This is an optimization exercise on Yosys and OpenROAD, whose aim is small area and a short achievable clock period, not a production implementation.
In this exercise RTL edits were held to simulation tests only and were not proved equivalent to the original.
Power and IR drop assume default switching activity.

== the previous run ==
## riscv_branch_predictor
module riscv_branch_predictor
#(
  parameter int ENTRIES = 16
) (
  input  logic            clk,
  input  logic            rst,
  input  logic [XLEN-1:0] lookup_pc,
  output logic            pred_taken,
  output logic [XLEN-1:0] pred_target,
  input  logic            upd_valid,
  input  logic [XLEN-1:0] upd_pc,
  input  logic            upd_taken,
  input  logic [XLEN-1:0] upd_target,
  input  logic            upd_pred_taken,
  input  logic [XLEN-1:0] upd_pred_target,
  output logic            mispredict,
  output logic [XLEN-1:0] redirect_pc,
  output logic [XLEN-1:0] mispredict_count
);
  localparam int IDX   = $clog2(ENTRIES);
  localparam int TAG_W = XLEN - IDX - 2;
  logic [ENTRIES-1:0] valid_q;
  logic [TAG_W-1:0]   tag_q    [ENTRIES];
  logic [XLEN-1:0]    target_q [ENTRIES];
  logic [1:0]         ctr_q    [ENTRIES];
  logic [TAG_W-1:0]   lk_tag, up_tag;
  logic [IDX-1:0]     lk_idx, up_idx;
  logic [ENTRIES-1:0] lk_sel, lk_hsel, up_sel;
  logic               up_hit, wrong;
  assign lk_tag = lookup_pc[XLEN-1:IDX+2];
  assign lk_idx = lookup_pc[IDX+1:2];
  assign up_tag = upd_pc[XLEN-1:IDX+2];
  assign up_idx = upd_pc[IDX+1:2];
  for (genvar g = 0; g < ENTRIES; g++) begin : g_sel
    assign lk_sel[g]  = (lk_idx == g);
    assign up_sel[g]  = (up_idx == g);
  ...
Size: roughly 1000 flip-flops, roughly 230 I/O pins, about 0.047 mm2 of cells after synthesis.
export LEC_CHECK = 0
export CAP_MARGIN = 20
export CORE_MARGIN = 2
export CORE_UTILIZATION = 40
export SETUP_SLACK_MARGIN = 2.5
export SLEW_MARGIN = 20
export SYNTH_HIERARCHICAL = 1
create_clock -name core_clock -period 6.5 [get_ports {clk}]
standard.sh (not shown) runs the stock make flow with config.mk's settings and CLKGATE_MAP_FILE= SYNTH_SCRIPT=/design/flow/synth_recipe.tcl, a recipe that flattens the netlist after the stock synthesis.
==> flow/flow/run.sh <==
#!/bin/bash
# Standard layout with small port buffers, larger clock sink clusters and no
# dummy loads in the clock tree.
export BUFFER_PORTS_ARGS="-buffer_cell sky130_fd_sc_hd__buf_2"
export CTS_ARGS="-sink_clustering_enable -repair_clock_nets -dont_use_dummy_load -sink_clustering_size 30 -sink_clustering_max_diameter 80"
bash standard.sh > standard_run.log 2>&1
The previous run went all the way through synthesis, placement and routing and the layout is clean on timing, DRC and antenna.
Inputs modified between the previous run and the current run:
# the previous run
export LEC_CHECK = 0
export CAP_MARGIN = 20
export CORE_MARGIN = 2
export CORE_UTILIZATION = 40
export SETUP_SLACK_MARGIN = 2.5
export SLEW_MARGIN = 20
export SYNTH_HIERARCHICAL = 1
create_clock -name core_clock -period 6.5 [get_ports {clk}]
# the current run
export LEC_CHECK = 0
export CAP_MARGIN = 20
export CORE_MARGIN = 2
export CORE_UTILIZATION = 40
export SETUP_SLACK_MARGIN = 2.0
export SLEW_MARGIN = 20
export SYNTH_HIERARCHICAL = 1
create_clock -name core_clock -period 6.5 [get_ports {clk}]
==> flow/flow/run.sh <==
#!/bin/bash
# Standard layout with small port buffers, larger clock sink clusters, no
# dummy loads in the clock tree, and pessimistic wire RC for the timing
# repair after global routing.
HERE=$(cd "$(dirname "$0")" && pwd)
export BUFFER_PORTS_ARGS="-buffer_cell sky130_fd_sc_hd__buf_2"
export CTS_ARGS="-sink_clustering_enable -repair_clock_nets -dont_use_dummy_load -sink_clustering_size 25 -sink_clustering_max_diameter 60"
export PRE_GLOBAL_ROUTE_TCL="$HERE/grt_rc.tcl"
bash standard.sh > standard_run.log 2>&1
==> flow/flow/grt_rc.tcl (new file) <==
set_layer_rc -layer li1 -capacitance 0.00019487 -resistance 0.093288
set_layer_rc -layer met1 -capacitance 0.000224088 -resistance 0.00116077
set_layer_rc -layer met2 -capacitance 0.000177103 -resistance 0.00116077
set_layer_rc -layer met3 -capacitance 0.000279451 -resistance 0.00020371
set_layer_rc -layer met4 -capacitance 0.000192566 -resistance 0.00020371
set_layer_rc -layer met5 -capacitance 0.000200313 -resistance 2.3153e-05
# end correlate

set_layer_rc -via mcon -resistance 9.249146E-3
set_layer_rc -via via -resistance 4.5E-3
set_layer_rc -via via2 -resistance 3.368786E-3
set_layer_rc -via via3 -resistance 0.376635E-3
set_layer_rc -via via4 -resistance 0.00580E-3

set_wire_rc -signal -layer met1
set_wire_rc -clock -layer met3
--- outcome ---
- Per the comparison of the current run with the previous run, worst path setup slack after routing comparable, multi-input combinational cell area now smaller, number of diodes added for antenna fixing now larger, via total after detailed routing comparable, register-to-register setup slack now larger.
- | final area | the current run vs the previous run | worse |
- Compared with the previous run, the current run shows a power that is 11% higher.
- Non-clock buffer count ends up higher on the previous run.
- NOTE: H-tree depth in the current run exceeds that of the previous run
- Relative to the previous run, path length in cells of the critical path has increased by 1 in the current run.
- Maximum frequency: the current run vs the previous run, no meaningful difference

* * *

riscv_branch_predictor again, from the RTL that the note above started with.
Settings: LEC_CHECK=0, CAP_MARGIN=20, CORE_MARGIN=2, CORE_UTILIZATION=40, SETUP_SLACK_MARGIN=2.5, SLEW_MARGIN=20, SYNTH_HIERARCHICAL=1; clock period 6.5 ns.
==> flow/flow/run.sh <==
#!/bin/bash
# Standard layout with small port buffers and no dummy loads in the clock tree.
export BUFFER_PORTS_ARGS="-buffer_cell sky130_fd_sc_hd__buf_2"
export CTS_ARGS="-sink_clustering_enable -repair_clock_nets -dont_use_dummy_load"
bash standard.sh > standard_run.log 2>&1
Then changed:
==> flow/flow/run.sh (replaced) <==
#!/bin/bash
# Standard layout with small port buffers, larger clock sink clusters and no
# dummy loads in the clock tree.
export BUFFER_PORTS_ARGS="-buffer_cell sky130_fd_sc_hd__buf_2"
export CTS_ARGS="-sink_clustering_enable -repair_clock_nets -dont_use_dummy_load -sink_clustering_size 25 -sink_clustering_max_diameter 60"
bash standard.sh > standard_run.log 2>&1
- CORE_UTILIZATION: 40 -> 55
- SETUP_SLACK_MARGIN: 2.5 -> 2.0
=>
- The changed run went through all stages and came out clean
- non-clock buffer count came out lower by 75
- power came out lower by a few percent
- clock skew came out lower by 0.014 ns
- cell area came out lower by a few percent
- count of clock-buffer cells in the layout came out lower by 26
- sequential power stays flat
- first-iteration DRC count came out lower by a few percent
- global-route usage came out higher by 11 points
- routed wire length came out lower slightly
- die area came out lower by a quarter to a third
Then changed:
==> flow/flow/run.sh (replaced) <==
#!/bin/bash
# Standard layout with small port buffers, larger clock sink clusters and no
# dummy loads in the clock tree.
export BUFFER_PORTS_ARGS="-buffer_cell sky130_fd_sc_hd__buf_2"
export CTS_ARGS="-sink_clustering_enable -repair_clock_nets -dont_use_dummy_load -sink_clustering_size 30 -sink_clustering_max_diameter 70"
bash standard.sh > standard_run.log 2>&1
- CORE_UTILIZATION: 55 -> 40
What happened:
- The changed run completed without violations
- clock skew grows by 0.045 ns
- routed wire length rose by 1.8%
- first-iteration DRC count goes up by 3.1%
- total power drops by 2.7%
- via count shrinks by 0.97%
- area after synthesis stays the same

* * *

== v2 ==
riscv_branch_predictor again, from the RTL that the note above started with.
Settings: LEC_CHECK=0, CAP_MARGIN=20, CORE_MARGIN=2, CORE_UTILIZATION=40, SETUP_SLACK_MARGIN=2.5, SLEW_MARGIN=20, SYNTH_HIERARCHICAL=1; clock period 6.5 ns.
==> flow/flow/run.sh <==
#!/bin/bash
# Standard layout with small port buffers, larger clock sink clusters, no
# dummy loads in the clock tree, and pessimistic wire RC for the timing
# repair after global routing.
HERE=$(cd "$(dirname "$0")" && pwd)
export BUFFER_PORTS_ARGS="-buffer_cell sky130_fd_sc_hd__buf_2"
export CTS_ARGS="-sink_clustering_enable -repair_clock_nets -dont_use_dummy_load -sink_clustering_size 25 -sink_clustering_max_diameter 60"
export PRE_GLOBAL_ROUTE_TCL="$HERE/grt_rc.tcl"
bash standard.sh > standard_run.log 2>&1
==> flow/flow/grt_rc.tcl <==
set_layer_rc -layer li1 -capacitance 0.00019487 -resistance 0.093288
set_layer_rc -layer met1 -capacitance 0.000224088 -resistance 0.00116077
set_layer_rc -layer met2 -capacitance 0.000177103 -resistance 0.00116077
set_layer_rc -layer met3 -capacitance 0.000279451 -resistance 0.00020371
set_layer_rc -layer met4 -capacitance 0.000192566 -resistance 0.00020371
set_layer_rc -layer met5 -capacitance 0.000200313 -resistance 2.3153e-05
# end correlate

set_layer_rc -via mcon -resistance 9.249146E-3
set_layer_rc -via via -resistance 4.5E-3
set_layer_rc -via via2 -resistance 3.368786E-3
set_layer_rc -via via3 -resistance 0.376635E-3
set_layer_rc -via via4 -resistance 0.00580E-3

set_wire_rc -signal -layer met1
set_wire_rc -clock -layer met3
v2 ended with every stage complete and zero timing, DRC or antenna violations.
Modified inputs, v4 compared to v2
- swapping 40 for 45 in CORE_UTILIZATION
- swapping 2.5 for 2.0 in SETUP_SLACK_MARGIN
==> flow/flow/run.sh <==
#!/bin/bash
# Standard layout with small port buffers, larger clock sink clusters and no
# dummy loads in the clock tree.
export BUFFER_PORTS_ARGS="-buffer_cell sky130_fd_sc_hd__buf_2"
export CTS_ARGS="-sink_clustering_enable -repair_clock_nets -dont_use_dummy_load -sink_clustering_size 25 -sink_clustering_max_diameter 60"
bash standard.sh > standard_run.log 2>&1
removed: flow/flow/grt_rc.tcl
Notes after the runs:
Diff v2 -> v4: die area went down 0.013 mm2; global routing usage summed across all routing layers went up 3.2 points; final clock period utilization by the worst path held; worst setup margin went up 0.0044 ns.
Lower net switching power was reported by v4, not v2.
Leakage power, v4 and v2, higher one = v2.
Power per cell area grows slightly when moving from v2 to v4.
Capturing instance or port of the critical path: pred_target[22] -> v2, pred_target[15] -> v4
v4 ends up with higher effective utilization at floorplan than v2 does.
v4: portion of total power attributed to combinational logic 0.4 points below v2
Sort v4 and v2 by number of nets at the end of the flow desc -> top: v2
The inputs of v42 differ from those of v4 as listed below.
- swapping 45 for 40 in CORE_UTILIZATION
==> flow/flow/run.sh <==
#!/bin/bash
# Standard layout with small port buffers, larger clock sink clusters, no
# dummy loads in the clock tree, and pessimistic wire RC for the timing
# repair after global routing.
HERE=$(cd "$(dirname "$0")" && pwd)
export BUFFER_PORTS_ARGS="-buffer_cell sky130_fd_sc_hd__buf_2"
export CTS_ARGS="-sink_clustering_enable -repair_clock_nets -dont_use_dummy_load -sink_clustering_size 25 -sink_clustering_max_diameter 60"
export PRE_GLOBAL_ROUTE_TCL="$HERE/grt_rc.tcl"
bash standard.sh > standard_run.log 2>&1
==> flow/flow/grt_rc.tcl (new file) <==
set_layer_rc -layer li1 -capacitance 0.00023984 -resistance 0.114816
set_layer_rc -layer met1 -capacitance 0.0002758 -resistance 0.00142864
set_layer_rc -layer met2 -capacitance 0.000217973 -resistance 0.00142864
set_layer_rc -layer met3 -capacitance 0.000343939 -resistance 0.00025072
set_layer_rc -layer met4 -capacitance 0.000237005 -resistance 0.00025072
set_layer_rc -layer met5 -capacitance 0.000246539 -resistance 2.8496e-05
# end correlate

set_layer_rc -via mcon -resistance 9.249146E-3
set_layer_rc -via via -resistance 4.5E-3
set_layer_rc -via via2 -resistance 3.368786E-3
set_layer_rc -via via3 -resistance 0.376635E-3
set_layer_rc -via via4 -resistance 0.00580E-3

set_wire_rc -signal -layer met1
set_wire_rc -clock -layer met3
--- outcome ---
As of v42, full die area had risen by more than 10% compared to v4. Compared with v4, v42 shows a higher design area. v42 against v4: setup slack of the critical path after layout has decreased; global router's overall resource usage has decreased; standard cell area after detailed placement has increased. v42 against v4: count of clock buffers in the final design now larger, share of post-route cells with drive strength above 1 now larger, total number of cells along the worst setup path now smaller. Taking v4 as the reference point, the total power of v42 rises by about 1.9%. Delta(mean number of vias per cell, v42 - v4) < 0.
Setup changes, v42 to v32
- PLACE_DENSITY: unset -> 0.75
- SETUP_SLACK_MARGIN: 2.0 -> 3.5
==> flow/flow/run.sh <==
#!/bin/bash
# Standard layout with small port buffers, larger clock sink clusters and no
# dummy loads in the clock tree.
export BUFFER_PORTS_ARGS="-buffer_cell sky130_fd_sc_hd__buf_2"
export CTS_ARGS="-sink_clustering_enable -repair_clock_nets -dont_use_dummy_load -sink_clustering_size 30 -sink_clustering_max_diameter 70"
bash standard.sh > standard_run.log 2>&1
removed: flow/flow/grt_rc.tcl
Results
In v32, the slack of the critical path came out 0.40 ns below the value in v42. Between v42 and v32, the combinational power figures differ only marginally. [compare] base=v42 new=v32: area of the multi-input gates barely changed, logic gate share of total power climbed 1.3 points, number of non-clock inverters climbed 1, number of flip-flops and latches barely changed. Switching part of the total power, v42 and v32: higher on v32. Looking at sequential portion of the cell area, v32 sits 0.49 points above v42.
Changes in v5 relative to v32:
- a change of CORE_UTILIZATION from 40 to 50
- a deleted PLACE_DENSITY that had been 0.75
- a change of SETUP_SLACK_MARGIN from 3.5 to 2.0
==> flow/flow/run.sh <==
#!/bin/bash
# Standard layout with small port buffers, larger clock sink clusters and no
# dummy loads in the clock tree.
export BUFFER_PORTS_ARGS="-buffer_cell sky130_fd_sc_hd__buf_2"
export CTS_ARGS="-sink_clustering_enable -repair_clock_nets -dont_use_dummy_load -sink_clustering_size 25 -sink_clustering_max_diameter 60"
bash standard.sh > standard_run.log 2>&1
TritonCTS buffer count went up by more than half going from v32 to v5.
Post-synthesis compound-gate area fraction essentially unchanged between v32 and v5.
Comparing v32 against v5, there is no change at all in number of buffer and inverter stages on the critical path.
Input-level comparison between v31 and v5:
- PLACE_DENSITY newly set to 0.75
- CORE_UTILIZATION changed from 50 to 40
- SETUP_SLACK_MARGIN changed from 2.0 to 2.5
==> flow/flow/run.sh <==
#!/bin/bash
# Standard layout with small port buffers, larger clock sink clusters and no
# dummy loads in the clock tree.
export BUFFER_PORTS_ARGS="-buffer_cell sky130_fd_sc_hd__buf_2"
export CTS_ARGS="-sink_clustering_enable -repair_clock_nets -dont_use_dummy_load -sink_clustering_size 30 -sink_clustering_max_diameter 70"
bash standard.sh > standard_run.log 2>&1
Notes after the runs:
v31 finished all stages; the layout is clean.
v5 reached the end of the flow, and the finished layout is clean on the timing, design-rule and antenna checks.
In the tables for v31 and v5, switching component of the power reads higher with v5.
Diff v5 -> v31: sum of met2 wire segment lengths after detailed routing lower; met1 global-route usage lower; combinational share of power higher.
The run with more setup slack is v5; v31 has less.
The number of standard-cell rows in the floorplan number comes out lower for v5 vs v31.

## what the ideal ports hide
No port has a modelled driver above. Below, the same layouts with a new extraction and two added sets of constraints.
Step 1: set_driving_cell puts a clkbuf_16 on clk and a buf_2 on each other input, an assumption about the parent block.
Step 2 moves the port delays by t, midway between the first and last clock arrival at a register: inputs arrive t later, outputs are due t later. That takes back most of the time a late clock gives input paths.
Three values: no drivers, after step 1, after step 2; two values: the first two.
run	t, ns	slack for setup (ns)	worst setup path at the end	slew at the worst register clock pin (ns)
the previous run	0.716	1.635 / 1.588 / 1.536	input to register	0.12 / 0.12
the current run	0.744	1.635 / 1.304 / 1.223	input to register	0.09 / 0.09
the first run of note 2	0.758	1.674 / 1.607 / 1.420	input to register	0.07 / 0.07
the second run of note 2	0.723	1.498 / 1.305 / 1.207	input to register	0.09 / 0.09
the third run of note 2	0.722	1.515 / 1.247 / 1.199	input to register	0.12 / 0.12
v2	0.722	1.688 / 1.621 / 1.554	input to register	0.09 / 0.09
v4	0.711	1.693 / 1.499 / 1.336	input to register	0.09 / 0.09
v42	0.742	1.591 / 1.276 / 1.276	input to output	0.09 / 0.09
v32	0.728	1.192 / 1.061 / 1.061	input to output	0.12 / 0.12
v5	0.728	1.688 / 1.425 / 1.244	input to register	0.09 / 0.09
v31	0.723	1.624 / 1.349 / 1.349	input to output	0.12 / 0.12
After both steps setup and hold are still met in every run listed. For v5, which loses most, drivers alone change the setup slack by -0.263 ns; drivers and shift together by -0.444 ns.
